Source: an optimization exercise on an open RTL-to-GDS flow (aim: small area). Production flows keep margins and buffers that such runs may drop.
Only simulation tests tie the RTL to the original design; equivalence was not proved.
Power is estimated from default activity; no workload was simulated.

[run.sh]
#!/bin/bash
# synth_recipe.tcl (not shown) runs the flow's synth.tcl, then flattens the netlist and writes it again
# the make line also repeats each setting of config.mk as NAME=value (left out here)
make -C /OpenROAD-flow-scripts/flow DESIGN_CONFIG=/design/flow/config.mk WORK_HOME=/design/flow/orfs CLKGATE_MAP_FILE= SYNTH_SCRIPT=/design/flow/synth_recipe.tcl finish
[config.mk]
export PLATFORM = sky130hd
export DESIGN_NAME = snes_host_top
export DESIGN_NICKNAME = snes_host_top
export VERILOG_FILES = /design/flow/design.v
export SDC_FILE = /design/flow/constraint.sdc
export NUM_CORES = 4
export LEC_CHECK = 0
export CAP_MARGIN = 20
export CORE_MARGIN = 2
export CORE_UTILIZATION = 40
export SLEW_MARGIN = 20
export SYNTH_HIERARCHICAL = 1
[constraint.sdc]
create_clock -name core_clock -period 13.5 [get_ports {clk_74a}]
set_input_delay 2.7000 -clock core_clock [delete_from_list [all_inputs] [get_ports {clk_74a}]]
set_output_delay 2.7000 -clock core_clock [all_outputs]
set_load 0.01 [all_outputs]
[design.v]
package snes_host_pkg;
  localparam logic [31:0] addr_rom_size         = 32'h0000_0004;
  localparam logic [31:0] addr_rom_type         = 32'h0000_0008;
  localparam logic [31:0] addr_ram_size         = 32'h0000_000C;
  localparam logic [31:0] addr_pal              = 32'h0000_0010;
  localparam logic [31:0] addr_reset            = 32'h0000_0050;
  localparam logic [31:0] addr_cpu_turbo        = 32'h0000_0080;
  localparam logic [31:0] addr_gsu_turbo        = 32'h0000_0084;
  localparam logic [31:0] addr_multitap         = 32'h0000_0100;
  localparam logic [31:0] addr_lightgun         = 32'h0000_0104;
  localparam logic [31:0] addr_aim_speed        = 32'h0000_0108;
  localparam logic [31:0] addr_deadzone         = 32'h0000_010C;
  localparam logic [31:0] addr_square_pixels    = 32'h0000_0200;
  localparam logic [31:0] addr_blend            = 32'h0000_0204;
  localparam logic [31:0] addr_color_correction = 32'h0000_0208;
  localparam int reset_pulse_cycles = 32;
  localparam int reset_cnt_w        = 6;
  localparam int stick_center       = 128;
  localparam int corr_gain_r = 234;
  localparam int corr_gain_g = 258;
  localparam int corr_gain_b = 304;
  localparam int chan_max    = 255;
  typedef struct packed {
    logic        wr;
    logic [31:0] addr;
    logic [31:0] data;
  } bridge_wr_t;
  typedef struct packed {
    logic [7:0] rom_type;
    logic [3:0] rom_size;
    logic [3:0] ram_size;
    logic       pal;
  } cart_info_t;
  typedef struct packed {
    logic       cpu_turbo;
    logic       gsu_turbo;
    logic       multitap;
    logic       lightgun;
    logic       lightgun_type;
    logic       mouse;
    logic       blend;
    logic [7:0] aim_speed;
  } core_settings_t;
  typedef struct packed {
    logic       square_pixels;
    logic [7:0] color_correction;
  } video_settings_t;
  typedef struct packed {
    logic [15:0] keys;
    logic [7:0]  stick_x;
    logic [7:0]  stick_y;
  } pad_state_t;
  typedef struct packed {
    logic [7:0] r;
    logic [7:0] g;
    logic [7:0] b;
  } pixel_t;
  typedef struct packed {
    logic [8:0]  pad_hi;
    logic        tall_frame_n;
    logic        square_pixels;
    logic [12:0] pad_lo;
  } ctrl_word_t;
  typedef logic [23:0] video_word_u;
  typedef struct packed {
    logic        vs;
    logic        hs;
    logic        de;
    logic        tall_frame;
    video_word_u rgb;
  } video_in_t;
  typedef struct packed {
    logic        vs;
    logic        hs;
    logic        de;
    video_word_u word;
  } video_out_t;
endpackage
import snes_host_pkg::*;
module bridge_settings
(
  input  logic            clk_74a,
  input  logic            pll_core_locked,
  input  snes_host_pkg::bridge_wr_t      bridge_in,
  output snes_host_pkg::cart_info_t      cart_info,
  output snes_host_pkg::core_settings_t  core_settings,
  output snes_host_pkg::video_settings_t video_settings,
  output logic [7:0]      deadzone,
  output logic            core_reset
);
  logic [reset_cnt_w-1:0] reset_cnt;
  logic                   reset_hit;
  assign reset_hit = bridge_in.wr && (bridge_in.addr == addr_reset);
  always_ff @(posedge clk_74a or negedge pll_core_locked) begin
    if (!pll_core_locked) begin
      cart_info      <= '0;
      core_settings  <= '0;
      video_settings <= '0;
      deadzone       <= '0;
    end else if (bridge_in.wr) begin
      case (bridge_in.addr)
        addr_rom_size: begin
          cart_info.rom_size <= bridge_in.data[3:0];
        end
        addr_rom_type: begin
          cart_info.rom_type <= bridge_in.data[7:0];
        end
        addr_ram_size: begin
          cart_info.ram_size <= bridge_in.data[3:0];
        end
        addr_pal: begin
          cart_info.pal <= bridge_in.data[0];
        end
        addr_cpu_turbo: begin
          core_settings.cpu_turbo <= bridge_in.data[0];
        end
        addr_gsu_turbo: begin
          core_settings.gsu_turbo <= bridge_in.data[0];
        end
        addr_multitap: begin
          core_settings.multitap <= bridge_in.data[0];
        end
        addr_lightgun: begin
          core_settings.lightgun      <= bridge_in.data[0];
          core_settings.lightgun_type <= bridge_in.data[1];
          core_settings.mouse         <= bridge_in.data[2];
        end
        addr_aim_speed: begin
          core_settings.aim_speed <= bridge_in.data[7:0];
        end
        addr_deadzone: begin
          deadzone <= bridge_in.data[7:0];
        end
        addr_square_pixels: begin
          video_settings.square_pixels <= bridge_in.data[0];
        end
        addr_blend: begin
          core_settings.blend <= bridge_in.data[0];
        end
        addr_color_correction: begin
          video_settings.color_correction <= bridge_in.data[7:0];
        end
        default: begin
        end
      endcase
    end
  end
  always_ff @(posedge clk_74a or negedge pll_core_locked) begin
    if (!pll_core_locked) begin
      reset_cnt <= '0;
    end else if (reset_hit) begin
      reset_cnt <= reset_cnt_w'(reset_pulse_cycles);
    end else if (reset_cnt != '0) begin
      reset_cnt <= reset_cnt - 1'b1;
    end
  end
  assign core_reset = (reset_cnt != '0);
endmodule
import snes_host_pkg::*;
module stick_deadzone
(
  input  logic        clk_74a,
  input  logic        pll_core_locked,
  input  logic [15:0] cont1_key,
  input  logic [31:0] cont1_joy,
  input  logic [7:0]  deadzone,
  output snes_host_pkg::pad_state_t  pad_state
);
  logic [7:0] joy_x;
  logic [7:0] joy_y;
  logic [6:0] fx;
  logic [6:0] fy;
  logic       outside;
  assign joy_x = cont1_joy[7:0];
  assign joy_y = cont1_joy[15:8];
  assign fx = joy_x[6:0] ^ {7{~joy_x[7]}};
  assign fy = joy_y[6:0] ^ {7{~joy_y[7]}};
  logic dz_s1;
  logic dz_c2;
  logic dz_c4;
  logic dz_s5;
  logic dz_c6;
  logic dz_c8;
  logic dz_s9;
  logic dz_c10;
  logic dz_c12;
  logic dz_s13;
  logic dz_c14;
  logic dz_c16;
  logic dz_s17;
  logic dz_c18;
  logic dz_c20;
  logic dz_s21;
  logic dz_c22;
  logic dz_c24;
  logic dz_s25;
  logic dz_c26;
  logic dz_c28;
  logic dz_c30;
  fa_cell u_dz_s1 (.a(fx[0]), .b(fy[0]), .ci((~joy_x[7])), .s(dz_s1), .co(dz_c2));
  assign dz_c4 = ((~joy_y[7]) & (~deadzone[0])) | (dz_s1 & ((~joy_y[7]) | (~deadzone[0])));
  fa_cell u_dz_s5 (.a(fx[1]), .b(fy[1]), .ci((~deadzone[1])), .s(dz_s5), .co(dz_c6));
  assign dz_c8 = (dz_c2 & dz_c4) | (dz_s5 & (dz_c2 | dz_c4));
  fa_cell u_dz_s9 (.a(fx[2]), .b(fy[2]), .ci((~deadzone[2])), .s(dz_s9), .co(dz_c10));
  assign dz_c12 = (dz_c6 & dz_c8) | (dz_s9 & (dz_c6 | dz_c8));
  fa_cell u_dz_s13 (.a(fx[3]), .b(fy[3]), .ci((~deadzone[3])), .s(dz_s13), .co(dz_c14));
  assign dz_c16 = (dz_c10 & dz_c12) | (dz_s13 & (dz_c10 | dz_c12));
  fa_cell u_dz_s17 (.a(fx[4]), .b(fy[4]), .ci((~deadzone[4])), .s(dz_s17), .co(dz_c18));
  assign dz_c20 = (dz_c14 & dz_c16) | (dz_s17 & (dz_c14 | dz_c16));
  fa_cell u_dz_s21 (.a(fx[5]), .b(fy[5]), .ci((~deadzone[5])), .s(dz_s21), .co(dz_c22));
  assign dz_c24 = (dz_c18 & dz_c20) | (dz_s21 & (dz_c18 | dz_c20));
  fa_cell u_dz_s25 (.a(fx[6]), .b(fy[6]), .ci((~deadzone[6])), .s(dz_s25), .co(dz_c26));
  assign dz_c28 = (dz_c22 & dz_c24) | (dz_s25 & (dz_c22 | dz_c24));
  assign dz_c30 = ((~deadzone[7]) & dz_c26) | (dz_c28 & ((~deadzone[7]) | dz_c26));
  assign outside = dz_c30;
  always_ff @(posedge clk_74a or negedge pll_core_locked) begin
    if (!pll_core_locked) begin
      pad_state.keys    <= '0;
      pad_state.stick_x <= 8'(stick_center);
      pad_state.stick_y <= 8'(stick_center);
    end else begin
      pad_state.keys    <= cont1_key;
      pad_state.stick_x <= outside ? joy_x : 8'(stick_center);
      pad_state.stick_y <= outside ? joy_y : 8'(stick_center);
    end
  end
endmodule
import snes_host_pkg::*;
module video_color_out
(
  input  logic            clk_74a,
  input  logic            pll_core_locked,
  input  snes_host_pkg::video_in_t       video_in,
  input  snes_host_pkg::video_settings_t video_settings,
  output snes_host_pkg::video_out_t      video_out
);
  logic        tall_latched;
  logic        de_q;
  logic        hs_q;
  logic        vs_q;
  logic [23:0] word_q;
  logic [7:0]  k;
  logic [7:0]  cr, cg, cb;
  logic [7:0]  out_r, out_g, out_b;
  assign k  = video_settings.color_correction;
  assign cr = video_in.rgb[23:16];
  assign cg = video_in.rgb[15:8];
  assign cb = video_in.rgb[7:0];
  logic ar_c8;
  logic ar_s11;
  logic ar_c12;
  logic ar_c20;
  logic ar_c26;
  logic ar_c32;
  logic ar_s83;
  logic ar_c84;
  logic ar_s143;
  logic ar_c144;
  logic ar_s145;
  logic ar_c146;
  logic ar_s147;
  logic ar_c170;
  logic ar_c176;
  logic ar_s181;
  logic ar_c182;
  logic ar_s191;
  logic ar_c192;
  logic ar_s203;
  logic ar_c204;
  logic ar_s249;
  logic ar_c250;
  logic ar_s285;
  logic ar_s288;
  logic ar_s2;
  logic ar_c3;
  logic ar_s5;
  logic ar_c6;
  logic ar_s9;
  logic ar_c10;
  logic ar_c14;
  logic ar_s15;
  logic ar_c16;
  logic ar_s17;
  logic ar_c18;
  logic ar_s21;
  logic ar_c22;
  logic ar_s23;
  logic ar_c24;
  logic ar_s27;
  logic ar_c28;
  logic ar_s29;
  logic ar_c30;
  logic ar_s33;
  logic ar_c34;
  logic ar_s35;
  logic ar_c36;
  logic ar_s37;
  logic ar_c38;
  logic ar_s39;
  logic ar_c40;
  logic ar_s41;
  logic ar_c42;
  logic ar_s43;
  logic ar_c44;
  logic ar_s45;
  logic ar_c46;
  logic ar_c48;
  logic ar_s49;
  logic ar_c50;
  logic ar_c52;
  logic ar_s53;
  logic ar_c54;
  logic ar_s55;
  logic ar_c56;
  logic ar_c58;
  logic ar_s59;
  logic ar_c60;
  logic ar_s61;
  logic ar_c62;
  logic ar_s63;
  logic ar_c64;
  logic ar_c66;
  logic ar_s67;
  logic ar_c68;
  logic ar_s69;
  logic ar_c70;
  logic ar_s71;
  logic ar_c72;
  logic ar_s73;
  logic ar_c74;
  logic ar_c76;
  logic ar_s77;
  logic ar_c78;
  logic ar_s79;
  logic ar_c80;
  logic ar_s81;
  logic ar_c82;
  logic ar_s85;
  logic ar_c86;
  logic ar_c88;
  logic ar_s89;
  logic ar_c90;
  logic ar_s91;
  logic ar_c92;
  logic ar_s93;
  logic ar_c94;
  logic ar_s95;
  logic ar_c96;
  logic ar_s97;
  logic ar_c98;
  logic ar_c100;
  logic ar_s101;
  logic ar_c102;
  logic ar_s103;
  logic ar_c104;
  logic ar_s105;
  logic ar_c106;
  logic ar_s107;
  logic ar_c108;
  logic ar_s109;
  logic ar_c110;
  logic ar_c112;
  logic ar_s113;
  logic ar_c114;
  logic ar_s115;
  logic ar_c116;
  logic ar_s117;
  logic ar_c118;
  logic ar_s119;
  logic ar_c120;
  logic ar_s121;
  logic ar_c122;
  logic ar_s123;
  logic ar_c124;
  logic ar_s125;
  logic ar_c126;
  logic ar_s127;
  logic ar_c128;
  logic ar_s129;
  logic ar_c130;
  logic ar_s131;
  logic ar_c132;
  logic ar_s133;
  logic ar_c134;
  logic ar_s135;
  logic ar_c136;
  logic ar_s137;
  logic ar_c138;
  logic ar_s139;
  logic ar_c140;
  logic ar_s141;
  logic ar_c142;
  logic ar_c150;
  logic ar_c152;
  logic ar_c154;
  logic ar_s155;
  logic ar_c156;
  logic ar_s157;
  logic ar_c158;
  logic ar_s159;
  logic ar_c160;
  logic ar_s161;
  logic ar_c162;
  logic ar_s163;
  logic ar_c164;
  logic ar_c166;
  logic ar_s167;
  logic ar_c168;
  logic ar_s171;
  logic ar_c172;
  logic ar_s173;
  logic ar_c174;
  logic ar_s177;
  logic ar_c178;
  logic ar_s179;
  logic ar_c180;
  logic ar_c184;
  logic ar_s185;
  logic ar_c186;
  logic ar_s187;
  logic ar_c188;
  logic ar_s189;
  logic ar_c190;
  logic ar_c194;
  logic ar_s195;
  logic ar_c196;
  logic ar_s197;
  logic ar_c198;
  logic ar_s199;
  logic ar_c200;
  logic ar_s201;
  logic ar_c202;
  logic ar_c206;
  logic ar_s207;
  logic ar_c208;
  logic ar_s209;
  logic ar_c210;
  logic ar_s211;
  logic ar_c212;
  logic ar_s213;
  logic ar_c214;
  logic ar_s215;
  logic ar_c216;
  logic ar_c218;
  logic ar_s219;
  logic ar_c220;
  logic ar_s221;
  logic ar_c222;
  logic ar_s223;
  logic ar_c224;
  logic ar_s225;
  logic ar_c226;
  logic ar_s227;
  logic ar_c228;
  logic ar_c230;
  logic ar_s231;
  logic ar_c232;
  logic ar_s233;
  logic ar_c234;
  logic ar_s235;
  logic ar_c236;
  logic ar_s237;
  logic ar_c238;
  logic ar_s239;
  logic ar_c240;
  logic ar_s241;
  logic ar_c242;
  logic ar_s243;
  logic ar_c244;
  logic ar_s245;
  logic ar_c246;
  logic ar_s247;
  logic ar_c248;
  logic ar_s251;
  logic ar_c252;
  logic ar_s253;
  logic ar_c254;
  logic ar_s255;
  logic ar_c256;
  logic ar_s257;
  logic ar_c258;
  logic ar_s259;
  logic ar_c260;
  logic ar_s261;
  logic ar_c262;
  logic ar_s263;
  logic ar_c264;
  logic ar_s265;
  logic ar_c266;
  logic ar_s267;
  logic ar_c268;
  logic ar_s269;
  logic ar_c270;
  logic ar_s271;
  logic ar_c272;
  logic ar_s273;
  logic ar_c274;
  logic ar_s275;
  logic ar_c276;
  logic ar_s277;
  logic ar_c278;
  logic ar_s279;
  logic ar_c280;
  logic ar_s281;
  logic ar_c282;
  logic ar_s283;
  logic ar_c284;
  logic ar_s286;
  logic ar_c287;
  logic ar_s289;
  assign ar_c8 = ar_s2 | ar_s5;
  assign ar_s11 = ~(ar_c6 ^ ar_c8);
  assign ar_c12 = ar_c6 | ar_c8;
  assign ar_c20 = ar_s15 | ar_s17;
  assign ar_c26 = ar_s21 | ar_s23;
  assign ar_c32 = ar_s27 | ar_s29;
  assign ar_s83 = ~(ar_c74 ^ ar_c76);
  assign ar_c84 = ar_c74 | ar_c76;
  assign ar_s143 = ~(cr[5] ^ ar_c142);
  assign ar_c144 = cr[5] | ar_c142;
  assign ar_s145 = ~(cr[6] ^ ar_c144);
  assign ar_c146 = cr[6] | ar_c144;
  assign ar_s147 = ~(cr[7] ^ ar_c146);
  assign ar_c170 = ar_c166 | ar_s167;
  assign ar_c176 = ar_s171 | ar_s173;
  assign ar_s181 = ~(ar_c174 ^ ar_c176);
  assign ar_c182 = ar_c174 | ar_c176;
  assign ar_s191 = ~(ar_c184 ^ ar_s185);
  assign ar_c192 = ar_c184 | ar_s185;
  assign ar_s203 = ~(ar_s195 ^ ar_s197);
  assign ar_c204 = ar_s195 | ar_s197;
  assign ar_s249 = ~(ar_c240 ^ ar_c242);
  assign ar_c250 = ar_c240 | ar_c242;
  assign ar_s285 = ~ar_s283;
  assign ar_s288 = ~ar_s286;
  fa_cell u_ar_s2 (.a(cr[0]), .b(cr[1]), .ci(cr[0]), .s(ar_s2), .co(ar_c3));
  fa_cell u_ar_s5 (.a(cr[1]), .b(cr[2]), .ci(ar_c3), .s(ar_s5), .co(ar_c6));
  fa_cell u_ar_s9 (.a(cr[0]), .b(cr[2]), .ci(cr[3]), .s(ar_s9), .co(ar_c10));
  assign ar_c14 = ar_s9 & ar_s11;
  fa_cell u_ar_s15 (.a(cr[1]), .b(cr[3]), .ci(cr[4]), .s(ar_s15), .co(ar_c16));
  fa_cell u_ar_s17 (.a(ar_c10), .b(ar_c12), .ci(ar_c14), .s(ar_s17), .co(ar_c18));
  fa_cell u_ar_s21 (.a(cr[2]), .b(cr[4]), .ci(cr[5]), .s(ar_s21), .co(ar_c22));
  fa_cell u_ar_s23 (.a(ar_c16), .b(ar_c18), .ci(ar_c20), .s(ar_s23), .co(ar_c24));
  fa_cell u_ar_s27 (.a(cr[3]), .b(cr[5]), .ci(cr[6]), .s(ar_s27), .co(ar_c28));
  fa_cell u_ar_s29 (.a(ar_c22), .b(ar_c24), .ci(ar_c26), .s(ar_s29), .co(ar_c30));
  fa_cell u_ar_s33 (.a(cr[4]), .b(cr[6]), .ci(cr[7]), .s(ar_s33), .co(ar_c34));
  fa_cell u_ar_s35 (.a(ar_c28), .b(ar_c30), .ci(ar_c32), .s(ar_s35), .co(ar_c36));
  ha_cell u_ar_s37 (.a(ar_s33), .b(ar_s35), .s(ar_s37), .co(ar_c38));
  fa_cell u_ar_s39 (.a(cr[5]), .b(cr[7]), .ci(ar_c34), .s(ar_s39), .co(ar_c40));
  fa_cell u_ar_s41 (.a(ar_c36), .b(ar_c38), .ci(ar_s39), .s(ar_s41), .co(ar_c42));
  fa_cell u_ar_s43 (.a(cr[6]), .b(ar_c40), .ci(ar_c42), .s(ar_s43), .co(ar_c44));
  ha_cell u_ar_s45 (.a(cr[7]), .b(ar_c44), .s(ar_s45), .co(ar_c46));
  assign ar_c48 = (~cr[0]) & (~(ar_s37 & k[0]));
  fa_cell u_ar_s49 (.a((~cr[1])), .b((~(ar_s37 & k[1]))), .ci((~(ar_s41 & k[0]))), .s(ar_s49), .co(ar_c50));
  assign ar_c52 = ar_c48 & ar_s49;
  fa_cell u_ar_s53 (.a((~cr[2])), .b((~(ar_s37 & k[2]))), .ci((~(ar_s41 & k[1]))), .s(ar_s53), .co(ar_c54));
  fa_cell u_ar_s55 (.a((~(ar_s43 & k[0]))), .b(ar_c50), .ci(ar_c52), .s(ar_s55), .co(ar_c56));
  assign ar_c58 = ar_s53 & ar_s55;
  fa_cell u_ar_s59 (.a((~cr[3])), .b((~(ar_s37 & k[3]))), .ci((~(ar_s41 & k[2]))), .s(ar_s59), .co(ar_c60));
  fa_cell u_ar_s61 (.a((~(ar_s43 & k[1]))), .b((~(ar_s45 & k[0]))), .ci(ar_c54), .s(ar_s61), .co(ar_c62));
  fa_cell u_ar_s63 (.a(ar_c56), .b(ar_c58), .ci(ar_s59), .s(ar_s63), .co(ar_c64));
  assign ar_c66 = ar_s61 & ar_s63;
  fa_cell u_ar_s67 (.a((~cr[4])), .b((~(ar_s37 & k[4]))), .ci((~(ar_s41 & k[3]))), .s(ar_s67), .co(ar_c68));
  fa_cell u_ar_s69 (.a((~(ar_s43 & k[2]))), .b((~(ar_s45 & k[1]))), .ci((~(ar_c46 & k[0]))), .s(ar_s69), .co(ar_c70));
  fa_cell u_ar_s71 (.a(ar_c60), .b(ar_c62), .ci(ar_c64), .s(ar_s71), .co(ar_c72));
  fa_cell u_ar_s73 (.a(ar_c66), .b(ar_s67), .ci(ar_s69), .s(ar_s73), .co(ar_c74));
  assign ar_c76 = ar_s71 & ar_s73;
  fa_cell u_ar_s77 (.a((~cr[5])), .b((~(ar_s37 & k[5]))), .ci((~(ar_s41 & k[4]))), .s(ar_s77), .co(ar_c78));
  fa_cell u_ar_s79 (.a((~(ar_s43 & k[3]))), .b((~(ar_s45 & k[2]))), .ci((~(ar_c46 & k[1]))), .s(ar_s79), .co(ar_c80));
  fa_cell u_ar_s81 (.a(ar_c68), .b(ar_c70), .ci(ar_c72), .s(ar_s81), .co(ar_c82));
  fa_cell u_ar_s85 (.a(ar_s77), .b(ar_s79), .ci(ar_s81), .s(ar_s85), .co(ar_c86));
  assign ar_c88 = ar_s83 & ar_s85;
  fa_cell u_ar_s89 (.a((~cr[6])), .b((~(ar_s37 & k[6]))), .ci((~(ar_s41 & k[5]))), .s(ar_s89), .co(ar_c90));
  fa_cell u_ar_s91 (.a((~(ar_s43 & k[4]))), .b((~(ar_s45 & k[3]))), .ci((~(ar_c46 & k[2]))), .s(ar_s91), .co(ar_c92));
  fa_cell u_ar_s93 (.a(ar_c78), .b(ar_c80), .ci(ar_c82), .s(ar_s93), .co(ar_c94));
  fa_cell u_ar_s95 (.a(ar_c84), .b(ar_c86), .ci(ar_c88), .s(ar_s95), .co(ar_c96));
  fa_cell u_ar_s97 (.a(ar_s89), .b(ar_s91), .ci(ar_s93), .s(ar_s97), .co(ar_c98));
  assign ar_c100 = ar_s95 & ar_s97;
  fa_cell u_ar_s101 (.a((~cr[7])), .b((~(ar_s37 & k[7]))), .ci((~(ar_s41 & k[6]))), .s(ar_s101), .co(ar_c102));
  fa_cell u_ar_s103 (.a((~(ar_s43 & k[5]))), .b((~(ar_s45 & k[4]))), .ci((~(ar_c46 & k[3]))), .s(ar_s103), .co(ar_c104));
  fa_cell u_ar_s105 (.a(ar_c90), .b(ar_c92), .ci(ar_c94), .s(ar_s105), .co(ar_c106));
  fa_cell u_ar_s107 (.a(ar_c96), .b(ar_c98), .ci(ar_c100), .s(ar_s107), .co(ar_c108));
  fa_cell u_ar_s109 (.a(ar_s101), .b(ar_s103), .ci(ar_s105), .s(ar_s109), .co(ar_c110));
  assign ar_c112 = ar_s107 & ar_s109;
  fa_cell u_ar_s113 (.a(cr[0]), .b((~(ar_s41 & k[7]))), .ci((~(ar_s43 & k[6]))), .s(ar_s113), .co(ar_c114));
  fa_cell u_ar_s115 (.a((~(ar_s45 & k[5]))), .b((~(ar_c46 & k[4]))), .ci(ar_c102), .s(ar_s115), .co(ar_c116));
  fa_cell u_ar_s117 (.a(ar_c104), .b(ar_c106), .ci(ar_c108), .s(ar_s117), .co(ar_c118));
  fa_cell u_ar_s119 (.a(ar_c110), .b(ar_c112), .ci(ar_s113), .s(ar_s119), .co(ar_c120));
  fa_cell u_ar_s121 (.a(ar_s115), .b(ar_s117), .ci(ar_s119), .s(ar_s121), .co(ar_c122));
  fa_cell u_ar_s123 (.a(cr[1]), .b((~(ar_s43 & k[7]))), .ci((~(ar_s45 & k[6]))), .s(ar_s123), .co(ar_c124));
  fa_cell u_ar_s125 (.a((~(ar_c46 & k[5]))), .b(ar_c114), .ci(ar_c116), .s(ar_s125), .co(ar_c126));
  fa_cell u_ar_s127 (.a(ar_c118), .b(ar_c120), .ci(ar_c122), .s(ar_s127), .co(ar_c128));
  fa_cell u_ar_s129 (.a(ar_s123), .b(ar_s125), .ci(ar_s127), .s(ar_s129), .co(ar_c130));
  fa_cell u_ar_s131 (.a(cr[2]), .b((~(ar_s45 & k[7]))), .ci((~(ar_c46 & k[6]))), .s(ar_s131), .co(ar_c132));
  fa_cell u_ar_s133 (.a(ar_c124), .b(ar_c126), .ci(ar_c128), .s(ar_s133), .co(ar_c134));
  fa_cell u_ar_s135 (.a(ar_c130), .b(ar_s131), .ci(ar_s133), .s(ar_s135), .co(ar_c136));
  fa_cell u_ar_s137 (.a(cr[3]), .b((~(ar_c46 & k[7]))), .ci(ar_c132), .s(ar_s137), .co(ar_c138));
  fa_cell u_ar_s139 (.a(ar_c134), .b(ar_c136), .ci(ar_s137), .s(ar_s139), .co(ar_c140));
  fa_cell u_ar_s141 (.a(cr[4]), .b(ar_c138), .ci(ar_c140), .s(ar_s141), .co(ar_c142));
  assign ar_c150 = cb[0] & cb[1];
  assign ar_c152 = (cb[1] & cb[2]) | (ar_c150 & (cb[1] | cb[2]));
  assign ar_c154 = (cb[2] & cb[3]) | (ar_c152 & (cb[2] | cb[3]));
  fa_cell u_ar_s155 (.a(cb[3]), .b(cb[4]), .ci(ar_c154), .s(ar_s155), .co(ar_c156));
  fa_cell u_ar_s157 (.a(cb[4]), .b(cb[5]), .ci(ar_c156), .s(ar_s157), .co(ar_c158));
  fa_cell u_ar_s159 (.a(cb[5]), .b(cb[6]), .ci(ar_c158), .s(ar_s159), .co(ar_c160));
  fa_cell u_ar_s161 (.a(cb[6]), .b(cb[7]), .ci(ar_c160), .s(ar_s161), .co(ar_c162));
  ha_cell u_ar_s163 (.a(cb[7]), .b(ar_c162), .s(ar_s163), .co(ar_c164));
  assign ar_c166 = cb[0] & (~(ar_s155 & k[0]));
  fa_cell u_ar_s167 (.a(cb[1]), .b((~(ar_s155 & k[1]))), .ci((~(ar_s157 & k[0]))), .s(ar_s167), .co(ar_c168));
  fa_cell u_ar_s171 (.a(cb[2]), .b((~(ar_s155 & k[2]))), .ci((~(ar_s157 & k[1]))), .s(ar_s171), .co(ar_c172));
  fa_cell u_ar_s173 (.a((~(ar_s159 & k[0]))), .b(ar_c168), .ci(ar_c170), .s(ar_s173), .co(ar_c174));
  fa_cell u_ar_s177 (.a(cb[3]), .b((~(ar_s155 & k[3]))), .ci((~(ar_s157 & k[2]))), .s(ar_s177), .co(ar_c178));
  fa_cell u_ar_s179 (.a((~(ar_s159 & k[1]))), .b((~(ar_s161 & k[0]))), .ci(ar_c172), .s(ar_s179), .co(ar_c180));
  assign ar_c184 = (ar_s177 & ar_s179) | (ar_s181 & (ar_s177 | ar_s179));
  fa_cell u_ar_s185 (.a(cb[4]), .b((~(ar_s155 & k[4]))), .ci((~(ar_s157 & k[3]))), .s(ar_s185), .co(ar_c186));
  fa_cell u_ar_s187 (.a((~(ar_s159 & k[2]))), .b((~(ar_s161 & k[1]))), .ci((~(ar_s163 & k[0]))), .s(ar_s187), .co(ar_c188));
  fa_cell u_ar_s189 (.a(ar_c178), .b(ar_c180), .ci(ar_c182), .s(ar_s189), .co(ar_c190));
  assign ar_c194 = (ar_s187 & ar_s189) | (ar_s191 & (ar_s187 | ar_s189));
  fa_cell u_ar_s195 (.a(cb[5]), .b((~(ar_s155 & k[5]))), .ci((~(ar_s157 & k[4]))), .s(ar_s195), .co(ar_c196));
  fa_cell u_ar_s197 (.a((~(ar_s159 & k[3]))), .b((~(ar_s161 & k[2]))), .ci((~(ar_s163 & k[1]))), .s(ar_s197), .co(ar_c198));
  fa_cell u_ar_s199 (.a((~(ar_c164 & k[0]))), .b(ar_c186), .ci(ar_c188), .s(ar_s199), .co(ar_c200));
  fa_cell u_ar_s201 (.a(ar_c190), .b(ar_c192), .ci(ar_c194), .s(ar_s201), .co(ar_c202));
  assign ar_c206 = (ar_s199 & ar_s201) | (ar_s203 & (ar_s199 | ar_s201));
  fa_cell u_ar_s207 (.a(cb[6]), .b((~(ar_s155 & k[6]))), .ci((~(ar_s157 & k[5]))), .s(ar_s207), .co(ar_c208));
  fa_cell u_ar_s209 (.a((~(ar_s159 & k[4]))), .b((~(ar_s161 & k[3]))), .ci((~(ar_s163 & k[2]))), .s(ar_s209), .co(ar_c210));
  fa_cell u_ar_s211 (.a((~(ar_c164 & k[1]))), .b(ar_c196), .ci(ar_c198), .s(ar_s211), .co(ar_c212));
  fa_cell u_ar_s213 (.a(ar_c200), .b(ar_c202), .ci(ar_c204), .s(ar_s213), .co(ar_c214));
  fa_cell u_ar_s215 (.a(ar_c206), .b(ar_s207), .ci(ar_s209), .s(ar_s215), .co(ar_c216));
  assign ar_c218 = (ar_s211 & ar_s213) | (ar_s215 & (ar_s211 | ar_s213));
  fa_cell u_ar_s219 (.a(cb[7]), .b((~(ar_s155 & k[7]))), .ci((~(ar_s157 & k[6]))), .s(ar_s219), .co(ar_c220));
  fa_cell u_ar_s221 (.a((~(ar_s159 & k[5]))), .b((~(ar_s161 & k[4]))), .ci((~(ar_s163 & k[3]))), .s(ar_s221), .co(ar_c222));
  fa_cell u_ar_s223 (.a((~(ar_c164 & k[2]))), .b(ar_c208), .ci(ar_c210), .s(ar_s223), .co(ar_c224));
  fa_cell u_ar_s225 (.a(ar_c212), .b(ar_c214), .ci(ar_c216), .s(ar_s225), .co(ar_c226));
  fa_cell u_ar_s227 (.a(ar_c218), .b(ar_s219), .ci(ar_s221), .s(ar_s227), .co(ar_c228));
  assign ar_c230 = (ar_s223 & ar_s225) | (ar_s227 & (ar_s223 | ar_s225));
  fa_cell u_ar_s231 (.a((~cb[0])), .b((~(ar_s157 & k[7]))), .ci((~(ar_s159 & k[6]))), .s(ar_s231), .co(ar_c232));
  fa_cell u_ar_s233 (.a((~(ar_s161 & k[5]))), .b((~(ar_s163 & k[4]))), .ci((~(ar_c164 & k[3]))), .s(ar_s233), .co(ar_c234));
  fa_cell u_ar_s235 (.a(ar_c220), .b(ar_c222), .ci(ar_c224), .s(ar_s235), .co(ar_c236));
  fa_cell u_ar_s237 (.a(ar_c226), .b(ar_c228), .ci(ar_c230), .s(ar_s237), .co(ar_c238));
  fa_cell u_ar_s239 (.a(ar_s231), .b(ar_s233), .ci(ar_s235), .s(ar_s239), .co(ar_c240));
  ha_cell u_ar_s241 (.a(ar_s237), .b(ar_s239), .s(ar_s241), .co(ar_c242));
  fa_cell u_ar_s243 (.a((~cb[1])), .b((~(ar_s159 & k[7]))), .ci((~(ar_s161 & k[6]))), .s(ar_s243), .co(ar_c244));
  fa_cell u_ar_s245 (.a((~(ar_s163 & k[5]))), .b((~(ar_c164 & k[4]))), .ci(ar_c232), .s(ar_s245), .co(ar_c246));
  fa_cell u_ar_s247 (.a(ar_c234), .b(ar_c236), .ci(ar_c238), .s(ar_s247), .co(ar_c248));
  fa_cell u_ar_s251 (.a(ar_s243), .b(ar_s245), .ci(ar_s247), .s(ar_s251), .co(ar_c252));
  ha_cell u_ar_s253 (.a(ar_s249), .b(ar_s251), .s(ar_s253), .co(ar_c254));
  fa_cell u_ar_s255 (.a((~cb[2])), .b((~(ar_s161 & k[7]))), .ci((~(ar_s163 & k[6]))), .s(ar_s255), .co(ar_c256));
  fa_cell u_ar_s257 (.a((~(ar_c164 & k[5]))), .b(ar_c244), .ci(ar_c246), .s(ar_s257), .co(ar_c258));
  fa_cell u_ar_s259 (.a(ar_c248), .b(ar_c250), .ci(ar_c252), .s(ar_s259), .co(ar_c260));
  fa_cell u_ar_s261 (.a(ar_c254), .b(ar_s255), .ci(ar_s257), .s(ar_s261), .co(ar_c262));
  ha_cell u_ar_s263 (.a(ar_s259), .b(ar_s261), .s(ar_s263), .co(ar_c264));
  fa_cell u_ar_s265 (.a((~cb[3])), .b((~(ar_s163 & k[7]))), .ci((~(ar_c164 & k[6]))), .s(ar_s265), .co(ar_c266));
  fa_cell u_ar_s267 (.a(ar_c256), .b(ar_c258), .ci(ar_c260), .s(ar_s267), .co(ar_c268));
  fa_cell u_ar_s269 (.a(ar_c262), .b(ar_c264), .ci(ar_s265), .s(ar_s269), .co(ar_c270));
  ha_cell u_ar_s271 (.a(ar_s267), .b(ar_s269), .s(ar_s271), .co(ar_c272));
  fa_cell u_ar_s273 (.a((~cb[4])), .b((~(ar_c164 & k[7]))), .ci(ar_c266), .s(ar_s273), .co(ar_c274));
  fa_cell u_ar_s275 (.a(ar_c268), .b(ar_c270), .ci(ar_c272), .s(ar_s275), .co(ar_c276));
  ha_cell u_ar_s277 (.a(ar_s273), .b(ar_s275), .s(ar_s277), .co(ar_c278));
  fa_cell u_ar_s279 (.a((~cb[5])), .b(ar_c274), .ci(ar_c276), .s(ar_s279), .co(ar_c280));
  ha_cell u_ar_s281 (.a(ar_c278), .b(ar_s279), .s(ar_s281), .co(ar_c282));
  fa_cell u_ar_s283 (.a((~cb[6])), .b(ar_c280), .ci(ar_c282), .s(ar_s283), .co(ar_c284));
  fa_cell u_ar_s286 (.a((~cb[7])), .b(ar_c284), .ci(ar_s283), .s(ar_s286), .co(ar_c287));
  assign ar_s289 = ar_c287 ^ ar_s286;
  assign out_r = {ar_s147, ar_s145, ar_s143, ar_s141, ar_s139, ar_s135, ar_s129, ar_s121};
  assign out_b = {~(ar_s288 & ar_s289), ~(ar_s285 & ar_s289), ~(ar_s281 & ar_s289), ~(ar_s277 & ar_s289), ~(ar_s271 & ar_s289), ~(ar_s263 & ar_s289), ~(ar_s253 & ar_s289), ~(ar_s241 & ar_s289)};
  assign out_g = cg - {7'd0, (cg > (k & {8{cg[7]}}))};
  always_ff @(posedge clk_74a or negedge pll_core_locked) begin
    if (!pll_core_locked) begin
      tall_latched <= 1'b0;
      de_q         <= 1'b0;
      hs_q         <= 1'b0;
      vs_q         <= 1'b0;
    end else begin
      de_q <= video_in.de;
      hs_q <= video_in.hs;
      vs_q <= video_in.vs;
      if (video_in.vs && !vs_q) begin
        tall_latched <= video_in.tall_frame;
      end
    end
  end
  always_ff @(posedge clk_74a) begin
    if (video_in.de) begin
      word_q <= {out_r, out_g, out_b};
    end else if (de_q) begin
      word_q <= {9'd0, ~tall_latched, video_settings.square_pixels, 13'd0};
    end
  end
  assign video_out = {vs_q, hs_q, de_q, word_q};
endmodule
module fa_cell
(
  input  logic a,
  input  logic b,
  input  logic ci,
  output logic s,
  output logic co
);
  assign s  = a ^ b ^ ci;
  assign co = (a & b) | (ci & (a ^ b));
endmodule
module ha_cell
(
  input  logic a,
  input  logic b,
  output logic s,
  output logic co
);
  assign s  = a ^ b;
  assign co = a & b;
endmodule
import snes_host_pkg::*;
module snes_host_top
(
  input  logic           clk_74a,
  input  logic           pll_core_locked,
  input  logic [64:0]    bridge_in,
  input  logic [15:0]    cont1_key,
  input  logic [31:0]    cont1_joy,
  input  logic [27:0]    video_in,
  output logic [16:0]    cart_info,
  output logic [14:0]    core_settings,
  output logic           core_reset,
  output logic [31:0]    pad_state,
  output logic [26:0]    video_out
);
  snes_host_pkg::video_settings_t video_settings;
  logic [7:0]      deadzone;
  snes_host_pkg::bridge_wr_t      bridge_s;
  snes_host_pkg::video_in_t       video_in_s;
  snes_host_pkg::cart_info_t      cart_info_s;
  snes_host_pkg::core_settings_t  core_settings_s;
  snes_host_pkg::pad_state_t      pad_state_s;
  snes_host_pkg::video_out_t      video_out_s;
  assign bridge_s      = bridge_in;
  assign video_in_s    = video_in;
  assign cart_info     = cart_info_s;
  assign core_settings = core_settings_s;
  assign pad_state     = pad_state_s;
  assign video_out     = video_out_s;
  bridge_settings u_bridge_settings (
    .clk_74a        (clk_74a),
    .pll_core_locked(pll_core_locked),
    .bridge_in      (bridge_s),
    .cart_info      (cart_info_s),
    .core_settings  (core_settings_s),
    .video_settings (video_settings),
    .deadzone       (deadzone),
    .core_reset     (core_reset)
  );
  stick_deadzone u_stick_deadzone (
    .clk_74a        (clk_74a),
    .pll_core_locked(pll_core_locked),
    .cont1_key      (cont1_key),
    .cont1_joy      (cont1_joy),
    .deadzone       (deadzone),
    .pad_state      (pad_state_s)
  );
  video_color_out u_video_color_out (
    .clk_74a        (clk_74a),
    .pll_core_locked(pll_core_locked),
    .video_in       (video_in_s),
    .video_settings (video_settings),
    .video_out      (video_out_s)
  );
endmodule
==> results_dict.tcl <==
set metrics [dict create \
    netlist_top_cells_area "dfrtp_1, fa_1, edfxtp_1" \
    endpoint_kind "flip-flop" \
    yosys_most_used_dff "dfrtp_1" \
    ant_nets 0 \
    row_count 52 \
    setup_violations 13 \
    timing.critical_path.from_type "primary input" \
    hold_class "flip-flop to flip-flop" \
    core_area_um2 20230 \
    timing.final.max_slew_violations 0 \
    mostFrequentLayoutCell "clkdlybuf4s50_1" \
    gp_congestion 0.8069 \
    failed_checks "negative setup slack" \
    clkLatencyLatePin_ns 0.41 \
    place_ws_ns -2.396 \
    ys_seq_elements 115 \
    nNetsFinal 1176 \
    vias 5878 \
    area_delta_synth_final_pct 38.11 \
    cts-buffers-inserted 17 \
    grt_pass1_wl_um 34450 \
    syn_nets 963 \
    final_cell_mix "clkdlybuf4s50_1, nand2_1, fa_1, dfrtp_1, mux2_2" \
    crit_arrival_ns 14.87 \
    async_flop_share 0.7913 \
    drv_cap 0 \
    clk_path_buf_depth 2 \
    vias_per_cell 4.981 \
    finalNonFillerCells 1180 \
    worst-endpoint-required_ns 13.66 \
    wire_per_inst_um 17.47 \
    drt-total-wl_um 20620 \
    cp_slowest_cell "fa_1" \
    ys_types 60 \
    grt_max_degree 72 \
    worst_pin_slew_ns 0.9675 \
    dr.pass1.iters 5 \
    fin_ws_ns -1.209 \
    skew_ns 0.01021 \
    ir_drop_uv 91.71 \
    syn_inst 684 \
    cts_tree "done" \
    die_h_um 147.6 \
    synth_edf_count 24 \
    final_layout_size_suffix_gt1_frac 0.2154 \
    totalNegativeSetupSlack_ns -5.728 \
    relSlewSlack 0.3549 \
    ff2ff_path_depth 34 \
    rsz0062_at_grt "yes" \
    dieArea_um2 21790 \
    overflow 0 \
    hold_depth 1 \
    path_clk_slew_ns 0.06 \
    fin_crit_sh 1.090 \
    placedCellCount 1146 \
    syn_area_um2 8250 \
    synth.yosys.seq_area_share 0.3637 \
    power.density_nw_per_um2 101.3 \
    post-route-drc-count 0 \
    leakagePower_nw 4.388 \
    hpwlAfterDp_um 16210 \
    hold_violations 0 \
    critPathKind "primary input to flip-flop" \
    diodes 0 \
    grt_usage 0.2015 \
    yosys.area.top_type "dfrtp_1" \
    io_pins 235 \
    max_stage_delay_ns 0.54 \
    clock_sinks 115 \
    htreeDepth 4 \
    die_w_um 147.6 \
    antenna_found_initial 0 \
    initial_utilization 0.4077 \
    grt_pass1_vias 6716 \
    syn_avg_cell_area_um2 12.06 \
    yosysWarnings 9 \
    io_buffers 194 \
    synth_top_cell_area_share 0.2699 \
    cp_max_fo 3 \
    fmax_ghz 0.06799 \
    drtIter0Drc 248 \
    cts_root_buf "clkbuf_16" \
    cp_common_cell "fa_1" \
    final.min_clock_period_ns 14.71 \
    status "finished with violations" \
]
[stage by stage]
step             util  hold slack [ns]  area (um^2)  total power (W)
2_1_floorplan       -           0.4799         8367        0.0005380
3_5_place_dp   0.5288           0.4926        10700        0.0006761
4_1_cts        0.5618           0.5091        11370         0.001166
6_report       0.5631           0.5049        11390         0.001154
5_1_grt        0.5631           0.5244        11390         0.001213
3_3_place_gp   0.5288           0.4893        10700        0.0006685
[final timing paths]
path / start / to / slack, ns
max: video_in[16] / u_video_color_out.word_q[23]$_SDFFCE_PN0P_ / -1.21
min: u_bridge_settings.deadzone[1]$_DFFE_PN0P_ / u_bridge_settings.deadzone[1]$_DFFE_PN0P_ / 0.50
max reg2reg: u_bridge_settings.video_settings[0]$_DFFE_PN0P_ / u_video_color_out.word_q[3]$_SDFFCE_PN0P_ / 2.59
min reg2reg: u_bridge_settings.deadzone[1]$_DFFE_PN0P_ / u_bridge_settings.deadzone[1]$_DFFE_PN0P_ / 0.50
max in group asynchronous: pll_core_locked / u_bridge_settings.reset_cnt[4]$_DFFE_PN0P_ / 10.14
min in group asynchronous: pll_core_locked / u_stick_deadzone.pad_state[17]$_DFF_PN0_ / 2.15
[cell families after synthesis]
family,after synthesis,synth area share
compound gates,50,0.04610
xor+xnor,23,0.02442
fa+ha+maj,138,0.3060
buf+inv,76,0.03806
flops,115,0.3637
mux,52,0.07431
simple gates,230,0.1474
[repair_timing]
item / 4_1_cts / 5_1_grt
pin swaps: 19 / 12
setup endpoints to repair: 15 / 15
gates resized for setup: 40 / 8
hold buffers: 0 / 0
buffers inserted: 2 / 0
[modules after synthesis (local to each module, per instance), excerpt]
module | times used | cell area (um^2)
fa_cell | 107 | 20.02
stick_deadzone | 1 | 1311
ha_cell | 9 | 12.51
video_color_out | 1 | 2178
bridge_settings | 1 | 2506
[where the power goes]
group | switching, W | internal, W | leakage, nW
clock network | 0.000170 | 0.000302 | 0.313
registers | 0.00000657 | 0.000377 | 1.43
logic | 0.000152 | 0.000147 | 2.64
[state kept, by name (all words and copies together) (netlist names), 6 cells and up]
| register | cells |
|---|---|
| u_bridge_settings.cart_info | 17 |
| u_bridge_settings.core_settings | 15 |
| u_bridge_settings.deadzone | 8 |
| u_bridge_settings.reset_cnt | 6 |
| u_bridge_settings.video_settings | 9 |
| u_stick_deadzone.pad_state | 32 |
| u_video_color_out.word_q | 24 |
[metal layers]
layer  GRT usage  wire (um)
met3     0.06790       1557
met4     0.06923        536
met2      0.3347      10370
met1      0.2473       8153
met5           0          0
[area by class of cell]
| type | instances | area [um^2] |
|---|---|---|
| Fill cell | 1677 | 8840 |
| Multi-Input combinational cell | 493 | 5095 |
| Sequential cell | 115 | 3000 |
| Timing Repair Buffer | 226 | 2162 |
| Clock buffer | 20 | 489.2 |
| Tap cell | 270 | 337.8 |
| Inverter | 44 | 167.7 |
| Clock inverter | 12 | 142.6 |
[worst max-delay path, delay by kind of cell]
family          cells  cell delay (ns)
xor+xnor            1             0.05
fa+ha+maj          26            10.00
simple gates       11             1.72
compound gates      1             0.15
buf+inv             3             0.22
[synthesized netlist by cell type (all sizes together), types with 2 or more instances]
cell    number
a21oi       20
fa         107
a21boi       6
o22ai        2
nor4        12
a21o         5
clkbuf      24
nand4        9
maj3         2
nand2b       7
nor4b        3
nand4b       3
or2          5
o21ai        4
dfstp        2
inv         44
nor2        16
edfxtp      24
buf          8
nor3        10
xnor2       20
and3         2
dfrtp       89
and2        15
mux2i        2
nand2      124
a211oi       4
nand3        4
nor2b       14
ha          29
xor2         3
o21a         2
mux2        50

==> port drivers added, routing unchanged <==
Ports are ideal in the flow. The routed layout listed here was re-timed in OpenROAD. Step 1 sets driving cells, clkbuf_16 on the clock port and buf_2 on the other inputs (assumed; they add their load-dependent delay and slew). Step 2 moves the port delays by t, midway between the first and last clock arrival at a register: inputs arrive t later, outputs are due t later. That takes back most of the time a late clock gives input paths. Slacks: ideal ports / drivers / drivers and shift; pairs: ideal ports / drivers.
shift t [ns]: 0.453
setup WS [ns]: -1.209 / -1.205 / -1.657
hold WS [ns]: 0.505 / 0.505 / 0.505
slew at the worst register clock pin (ns): 0.06 / 0.06
pins driven straight from the clock port: 1
The setup slack of this run moves by +0.004 ns with the drivers and by -0.448 ns with both steps.
